This is an optimization exercise on Yosys and OpenROAD, whose aim is small area, not a production implementation. The RTL was checked by simulation tests, not by an equivalence proof against the original design. Power and IR drop assume default switching activity.

==> flow/constraint.sdc <==
create_clock -name core_clock -period 10.0 [get_ports {i_clk}]
set_input_delay 2.0000 -clock core_clock [delete_from_list [all_inputs] [get_ports {i_clk}]]
set_output_delay 2.0000 -clock core_clock [all_outputs]
set_load 0.01 [all_outputs]
==> flow/config.mk <==
export PLATFORM = sky130hd
export DESIGN_NAME = sorted_priority_queue_unit
export DESIGN_NICKNAME = sorted_priority_queue_unit
export VERILOG_FILES = /design/flow/design.v
export SDC_FILE = /design/flow/constraint.sdc
export NUM_CORES = 4
export LEC_CHECK = 0
export CAP_MARGIN = 20
export CORE_MARGIN = 2
export CORE_UTILIZATION = 40
export SLEW_MARGIN = 20
==> flow/design.v <==
package spq_pkg;
    localparam int CAPACITY   = 16;
    localparam int CNT_W      = $clog2(CAPACITY + 1);
    localparam int DATA_W     = 32;
    localparam int OUT_CNT_W  = 5;
    localparam logic       REQ_INSERT = 1'b0;
    localparam logic       REQ_REMOVE = 1'b1;
    localparam logic [1:0] STAT_DONE  = 2'd0;
    localparam logic [1:0] STAT_FULL  = 2'd1;
    localparam logic [1:0] STAT_EMPTY = 2'd2;
    typedef enum logic {
        ST_IDLE,
        ST_EXEC
    } t_state;
    typedef struct packed {
        logic capture;
        logic commit;
    } t_dp_cmd;
    typedef struct packed {
        logic out_free;
    } t_dp_sts;
endpackage
import spq_pkg::*;
module spq_ctrl (
    input  logic             i_clk,
    input  logic             i_rst_n,
    input  logic             i_in_valid,
    output logic             o_in_stall,
    input  spq_pkg::t_dp_sts i_sts,
    output spq_pkg::t_dp_cmd o_cmd
);
    spq_pkg::t_state r_state;
    spq_pkg::t_state n_state;
    always_ff @(posedge i_clk) begin
        if (!i_rst_n) begin
            r_state <= ST_IDLE;
        end else begin
            r_state <= n_state;
        end
    end
    always_comb begin
        n_state = r_state;
        case (r_state)
            ST_IDLE: begin
                if (i_in_valid) begin
                    n_state = ST_EXEC;
                end
            end
            ST_EXEC: begin
                if (i_sts.out_free) begin
                    n_state = ST_IDLE;
                end
            end
            default: begin
                n_state = ST_IDLE;
            end
        endcase
    end
    always_comb begin
        o_in_stall    = 1'b1;
        o_cmd.capture = 1'b0;
        o_cmd.commit  = 1'b0;
        case (r_state)
            ST_IDLE: begin
                o_in_stall    = 1'b0;
                o_cmd.capture = i_in_valid;
            end
            ST_EXEC: begin
                o_cmd.commit  = i_sts.out_free;
            end
            default: begin
                o_in_stall = 1'b1;
            end
        endcase
    end
endmodule
import spq_pkg::*;
module spq_datapath (
    input  logic                        i_clk,
    input  logic                        i_rst_n,
    input  spq_pkg::t_dp_cmd            i_cmd,
    output spq_pkg::t_dp_sts            o_sts,
    input  logic                        i_req_type,
    input  logic signed [31:0]          i_value,
    input  logic                        i_out_stall,
    output logic                        o_out_valid,
    output logic [1:0]                  o_status,
    output logic signed [31:0]          o_removed_value,
    output logic signed [31:0]          o_head_value,
    output logic                        o_head_valid,
    output logic [4:0]                  o_entry_count,
    output logic                        o_is_full,
    output logic                        o_is_empty
);
    logic                     r_req_type;
    logic signed [DATA_W-1:0] r_value;
    logic signed [DATA_W-1:0] r_entry [CAPACITY];
    logic signed [DATA_W-1:0] n_entry [CAPACITY];
    logic [CNT_W-1:0]         r_count;
    logic [CNT_W-1:0]         n_count;
    logic                     r_out_valid;
    logic [1:0]               n_status;
    logic signed [DATA_W-1:0] n_removed;
    logic [CAPACITY-1:0]      ge;
    logic                     cur_full;
    logic                     cur_empty;
    logic [CNT_W+OUT_CNT_W-1:0] cnt_ext;
    assign cur_full  = (r_count == CNT_W'(CAPACITY));
    assign cur_empty = (r_count == '0);
    always_comb begin
        for (int k = 0; k < CAPACITY; k++) begin
            ge[k] = (CNT_W'(k) < r_count) && (r_entry[k] >= r_value);
        end
    end
    always_comb begin
        n_status  = STAT_DONE;
        n_removed = '0;
        n_count   = r_count;
        for (int k = 0; k < CAPACITY; k++) begin
            n_entry[k] = r_entry[k];
        end
        if (r_req_type == REQ_INSERT) begin
            if (cur_full) begin
                n_status = STAT_FULL;
            end else begin
                n_count = r_count + 1'b1;
                for (int k = 0; k < CAPACITY; k++) begin
                    if (ge[k]) begin
                        n_entry[k] = r_entry[k];
                    end else if (k == 0) begin
                        n_entry[k] = r_value;
                    end else if (ge[(k == 0) ? 0 : k - 1]) begin
                        n_entry[k] = r_value;
                    end else begin
                        n_entry[k] = r_entry[(k == 0) ? 0 : k - 1];
                    end
                end
            end
        end else begin
            if (cur_empty) begin
                n_status = STAT_EMPTY;
            end else begin
                n_count   = r_count - 1'b1;
                n_removed = r_entry[0];
                for (int k = 0; k < CAPACITY - 1; k++) begin
                    n_entry[k] = r_entry[k + 1];
                end
            end
        end
    end
    assign cnt_ext = {{OUT_CNT_W{1'b0}}, n_count};
    always_ff @(posedge i_clk) begin
        if (i_cmd.capture) begin
            r_req_type <= i_req_type;
            r_value    <= i_value;
        end
        if (i_cmd.commit) begin
            for (int k = 0; k < CAPACITY; k++) begin
                r_entry[k] <= n_entry[k];
            end
            o_status        <= n_status;
            o_removed_value <= n_removed;
            o_head_value    <= (n_count != '0) ? n_entry[0] : '0;
            o_head_valid    <= (n_count != '0);
            o_entry_count   <= cnt_ext[OUT_CNT_W-1:0];
            o_is_full       <= (n_count == CNT_W'(CAPACITY));
            o_is_empty      <= (n_count == '0);
        end
    end
    always_ff @(posedge i_clk) begin
        if (!i_rst_n) begin
            r_count     <= '0;
            r_out_valid <= 1'b0;
        end else begin
            if (i_cmd.commit) begin
                r_count     <= n_count;
                r_out_valid <= 1'b1;
            end else if (!i_out_stall) begin
                r_out_valid <= 1'b0;
            end
        end
    end
    assign o_sts.out_free = !r_out_valid || !i_out_stall;
    assign o_out_valid    = r_out_valid;
endmodule
import spq_pkg::*;
module sorted_priority_queue_unit (
    input  logic               i_clk,
    input  logic               i_rst_n,
    input  logic               i_in_valid,
    output logic               o_in_stall,
    input  logic               i_req_type,
    input  logic signed [31:0] i_value,
    output logic               o_out_valid,
    input  logic               i_out_stall,
    output logic [1:0]         o_status,
    output logic signed [31:0] o_removed_value,
    output logic signed [31:0] o_head_value,
    output logic               o_head_valid,
    output logic [4:0]         o_entry_count,
    output logic               o_is_full,
    output logic               o_is_empty
);
    spq_pkg::t_dp_cmd cmd;
    spq_pkg::t_dp_sts sts;
    spq_ctrl u_ctrl (
        .i_clk      (i_clk),
        .i_rst_n    (i_rst_n),
        .i_in_valid (i_in_valid),
        .o_in_stall (o_in_stall),
        .i_sts      (sts),
        .o_cmd      (cmd)
    );
    spq_datapath u_datapath (
        .i_clk           (i_clk),
        .i_rst_n         (i_rst_n),
        .i_cmd           (cmd),
        .o_sts           (sts),
        .i_req_type      (i_req_type),
        .i_value         (i_value),
        .i_out_stall     (i_out_stall),
        .o_out_valid     (o_out_valid),
        .o_status        (o_status),
        .o_removed_value (o_removed_value),
        .o_head_value    (o_head_value),
        .o_head_valid    (o_head_valid),
        .o_entry_count   (o_entry_count),
        .o_is_full       (o_is_full),
        .o_is_empty      (o_is_empty)
    );
endmodule
==> flow/run.sh <==
#!/bin/bash
# synth_recipe.tcl (not shown) runs the flow's synth.tcl, then flattens the netlist and writes it again
# the make line also repeats each setting of config.mk as NAME=value (left out here)
make -C /OpenROAD-flow-scripts/flow DESIGN_CONFIG=/design/flow/config.mk WORK_HOME=/design/flow/orfs CLKGATE_MAP_FILE= SYNTH_SCRIPT=/design/flow/synth_recipe.tcl finish
==> reports/qor.log <==
INFO  synthesis      post_synth_num_cell_types=82
INFO  placed_design  dp.cells=5737
INFO  flow_run       cap_viol_max_count=0
INFO  clocking       htree_num_levels=3
INFO  synthesis      yosysWarnings=4
INFO  placed_design  detailed_place_hpwl=101000microns
INFO  drt            totalWireLength=143000microns
INFO  timing         timing.final.setup_violations=0
INFO  timing         maxSlewViolCount=0
INFO  synthesis      yosysSeqAreaShare=0.423
INFO  floorplan      num_rows=122
INFO  finish         layout-drive-gt1-share=0.0716
INFO  drt            via_per_inst=5.96
INFO  worst_setup_path setup.worst_path.end_class=register
INFO  finish         design.final.nets=4879
INFO  placed_design  port-buffer-count=112
INFO  timing         rsz0062_at_grt=no
INFO  synthesis      number_of_flops_mapped_to_enable_cells_by_yosys=619
INFO  clocking       ctsRootBufferMaster=sky130_fd_sc_hd__clkbuf_16
INFO  grt            grt-ovfl-total=0
INFO  clocking       ctsLongestPathBuffers=3
INFO  worst_setup_path cp_data_required_time=10.27ns
INFO  floorplan      fp.dieH=337microns
INFO  timing         tightestPinTransition=1.19ns
INFO  synthesis      synth_async_sr_flop_share=0
INFO  drt            route.antenna.remaining_nets=0
INFO  clocking       clk_latency=0.65ns
INFO  finish         fin_cells=5873
INFO  drt            drt_iter0_markers=3384
INFO  pwr            power.density=156nW/um^2
INFO  drt            routed_wire_length_per_instance=24.3microns
INFO  worst_setup_path worst-path-max-fanout=32
INFO  timing         final.setup_skew=0.0192ns
INFO  worst_setup_path crit_type=reg -> reg
INFO  worst_setup_path cpMostUsedCell=sky130_fd_sc_hd__a21o_1
INFO  grt            antenna_found_initial=0
INFO  floorplan      die_x=337microns
INFO  synthesis      mappedNetlistNets=4912
INFO  synthesis      syn-mean-instance-area=10.2squm
INFO  finish         design_area=49400squm
INFO  drt            dr_total_vias=35000
INFO  floorplan      floorplan.initialDensity=0.402
INFO  worst_setup_path worstPathArrival=5.94ns
INFO  grt            grt_max_degree=216
INFO  timing         achievable-frequency=176MHz
INFO  clocking       num_cts_buffers=73
INFO  clocking       post-cts-setup-buffer-count=0
INFO  drt            route.detailed.drc=0
INFO  synthesis      synth_flop_cell=sky130_fd_sc_hd__edfxtp_1
INFO  timing         post-route-min-period=5.67ns
INFO  clocking       hold_buffers=0
INFO  grt            first_global_vias=33600
INFO  worst_setup_path cp_cell_sequence=inv_1 -> ha_1 -> a21o_1 -> a21o_1 -> a211oi_1 -> nor3_1 -> o41ai_1 -> a41oi_4 -> a21oi_4 -> buf_4
INFO  clocking       cts_resized=0
INFO  run_status     outcome=finished clean
INFO  timing         timing_hold_violations_final=0
INFO  floorplan      dieArea=113000squm
INFO  synthesis      syn-cell-area=44300squm
INFO  grt            grt_pass1_wl=215000microns
INFO  clocking       clkSinkCount=626
INFO  synthesis      synth-seq-cells=626
INFO  floorplan      ioPinCount=113
INFO  timing         slew-limit-headroom=0.196
INFO  finish         antenna-diode-count=0
INFO  timing         total_neg_setup_slack=0ns
INFO  synthesis      syn_inst=4360
INFO  timing         final.period_utilization=0.567
INFO  worst_setup_path cp_slowest_stage_delay=1.01ns
INFO  worst_setup_path critical_path_top_delay_cell=sky130_fd_sc_hd__o41ai_1
INFO  placed_design  place.gp.congestion=0.904
INFO  clocking       path_clk_slew=0.06ns
INFO  drt            dr.pass1.iters=5
INFO  worst_setup_path crit_path_start_kind=register
INFO  hold_path      holdCritPathClass=reg -> reg
INFO  floorplan      design.core.area=110000squm
INFO  pwr            power.ir.vdd_worst=137uV
INFO  pwr            power.leakage=19.3nW
INFO  placed_design  placed_instance_area=47000squm
INFO  finish         layout-area-overhead-vs-synth=11.5%
INFO  clocking       tritoncts=yes
INFO  grt            total_grt_usage=0.248
## cells by family (layout without fill, tap and decap cells)
family | after synthesis | count (layout) | share of synthesized area
multiplexers | 416 | 416 | 0.0949
AO/OA/AOI/OAI | 1105 | 1105 | 0.163
XOR/XNOR | 2 | 2 | 0.000395
flip-flops | 626 | 626 | 0.423
adder cells (fa/ha/maj) | 515 | 515 | 0.145
buffers and inverters | 384 | 409 | 0.0377
AND/OR/NAND/NOR | 1312 | 1312 | 0.136
## layout make-up
type,instances,area (sq um)
Tap cell,1488,1860
Timing Repair Buffer,206,1920
Clock buffer,83,1890
Multi-Input combinational cell,3350,24200
Fill cell,10400,60800
Inverter,70,270
Sequential cell,626,18700
Clock inverter,50,469
## flip-flops by register name, indices dropped and copies added, names as in the netlist, 2 cells and up
| signal | cells |
|---|---|
| u_datapath.o_status | 2 |
| u_datapath.r_count | 5 |
| u_datapath.o_removed_value | 32 |
| u_datapath.o_head_value | 32 |
| u_datapath.r_value | 32 |
| u_datapath.o_entry_count | 5 |
| u_datapath.r_entry | 512 |
## synth_stat cells (all sizes together) (77+ instances only)
cell type | count | area, sq um
mux2i | 384 | 3840
a21o | 95 | 713
buf | 77 | 517
nor2b | 95 | 594
clkbuf | 237 | 890
nor2 | 357 | 1350
nand3 | 88 | 440
nor3 | 148 | 746
edfxtp | 619 | 18600
ha | 515 | 6440
a211oi | 79 | 603
a21oi | 302 | 1510
nand4 | 103 | 644
o21ai | 306 | 1530
nand2 | 426 | 1600
## worst paths after layout
| path | start | endpoint | cells after the start | slack [ns] |
|---|---|---|---|---|
| worst min register to register | u_datapath.r_out_valid | u_datapath.r_out_valid | 2 | 0.57 |
| worst max register to register | u_datapath.r_value[4] | u_datapath.r_entry[14][18] | 10 | 4.33 |
| worst max-delay path | u_datapath.r_value[4] | u_datapath.r_entry[14][18] | 10 | 4.33 |
| worst min-delay path | u_datapath.r_out_valid | u_datapath.r_out_valid | 2 | 0.57 |
## layout by cell type, fill, tap and decap left out, types with 7 or more instances in the layout
| cell type | n |
|---|---|
| sky130_fd_sc_hd__a21o_1 | 95 |
| sky130_fd_sc_hd__a221oi_2 | 29 |
| sky130_fd_sc_hd__nor3_1 | 147 |
| sky130_fd_sc_hd__and3_1 | 38 |
| sky130_fd_sc_hd__o211ai_1 | 22 |
| sky130_fd_sc_hd__a21bo_2 | 31 |
| sky130_fd_sc_hd__nor2_1 | 352 |
| sky130_fd_sc_hd__mux2_1 | 29 |
| sky130_fd_sc_hd__dfxtp_1 | 7 |
| sky130_fd_sc_hd__buf_4 | 88 |
| sky130_fd_sc_hd__o41ai_1 | 7 |
| sky130_fd_sc_hd__ha_1 | 515 |
| sky130_fd_sc_hd__a31oi_1 | 44 |
| sky130_fd_sc_hd__clkbuf_1 | 9 |
| sky130_fd_sc_hd__a211oi_1 | 77 |
| sky130_fd_sc_hd__a21oi_1 | 292 |
| sky130_fd_sc_hd__a22oi_1 | 69 |
| sky130_fd_sc_hd__clkbuf_16 | 74 |
| sky130_fd_sc_hd__a2111oi_0 | 8 |
| sky130_fd_sc_hd__mux2i_1 | 384 |
| sky130_fd_sc_hd__bufinv_16 | 7 |
| sky130_fd_sc_hd__edfxtp_1 | 619 |
| sky130_fd_sc_hd__and4_1 | 8 |
| sky130_fd_sc_hd__o21ai_0 | 279 |
| sky130_fd_sc_hd__nor2b_1 | 93 |
| sky130_fd_sc_hd__clkdlybuf4s50_1 | 112 |
| sky130_fd_sc_hd__o21a_1 | 15 |
| sky130_fd_sc_hd__inv_1 | 67 |
| sky130_fd_sc_hd__nand2b_1 | 15 |
| sky130_fd_sc_hd__o2bb2ai_1 | 34 |
| sky130_fd_sc_hd__a21oi_4 | 10 |
| sky130_fd_sc_hd__nand4_1 | 103 |
| sky130_fd_sc_hd__clkinv_1 | 20 |
| sky130_fd_sc_hd__clkinv_2 | 9 |
| sky130_fd_sc_hd__nor4_1 | 16 |
| sky130_fd_sc_hd__o21ai_1 | 27 |
| sky130_fd_sc_hd__nand3_1 | 88 |
| sky130_fd_sc_hd__nand2_1 | 422 |
## routing by layer
metal,track usage,part of all wire,vias up
met5,0,0,-
met3,0.0308,0.061,270
met1,0.331,0.43,17000
li1,-,-,16500
met4,0.0999,0.040,0
met2,0.407,0.47,1268
## critical path: cells and delay by family, from the launching register on
family                   cells  cell delay, ns
AO/OA/AOI/OAI                6            2.53
adder cells (fa/ha/maj)      1            0.44
buffers and inverters        2            1.29
flip-flops                   1            0.90
AND/OR/NAND/NOR              1            0.07
## report_power, final
group          leakage, nW  internal, mW  switching [mW]  total, mW
clock network         1.13          1.54            1.18       2.73
logic                 12.4         0.619            1.00       1.62
registers             5.80          3.16           0.206       3.37
total                 19.3          5.33            2.39       7.72
## per-stage QoR
| stage | total power [mW] | hold slack [ns] | setup slack [ns] | utilization |
|---|---|---|---|---|
| after global placement | 4.98 | 0.535 | 4.44 | 0.426 |
| after CTS | 7.75 | 0.566 | 4.46 | 0.447 |
| final | 7.72 | 0.570 | 4.33 | 0.448 |
| after floorplan | 4.45 | 0.525 | 1.69 | - |
| after global routing | 8.04 | 0.600 | 4.26 | 0.448 |
| after detailed placement | 5.02 | 0.547 | 4.46 | 0.426 |

==> static timing again, ports no longer ideal <==
In the flow no input, the clock included, has a driving cell. The finished layout below was timed again as built, in two steps.
Step 1 sets driving cells, clkbuf_16 on the clock port and buf_2 on the other inputs (assumed; they add their load-dependent delay and slew).
Step 2, shift: input delay + t, output delay - t, t = (earliest + latest rising clock arrival at the registers) / 2. This alone moves slack from input paths to output paths.
Three values: ideal, step 1, step 2; two values: the first two.
shift t [ns]: 0.710
setup slack, ns: 4.329 / 4.329 / 4.329
hold WS [ns]: 0.570 / 0.570 / 0.570
worst setup path after step 2: register to register
worst slew at a driven data input, ns: 0.05
After both steps this run still meets setup and hold. For this run, drivers alone change the setup slack by 0.000 ns; drivers and shift together by 0.000 ns.
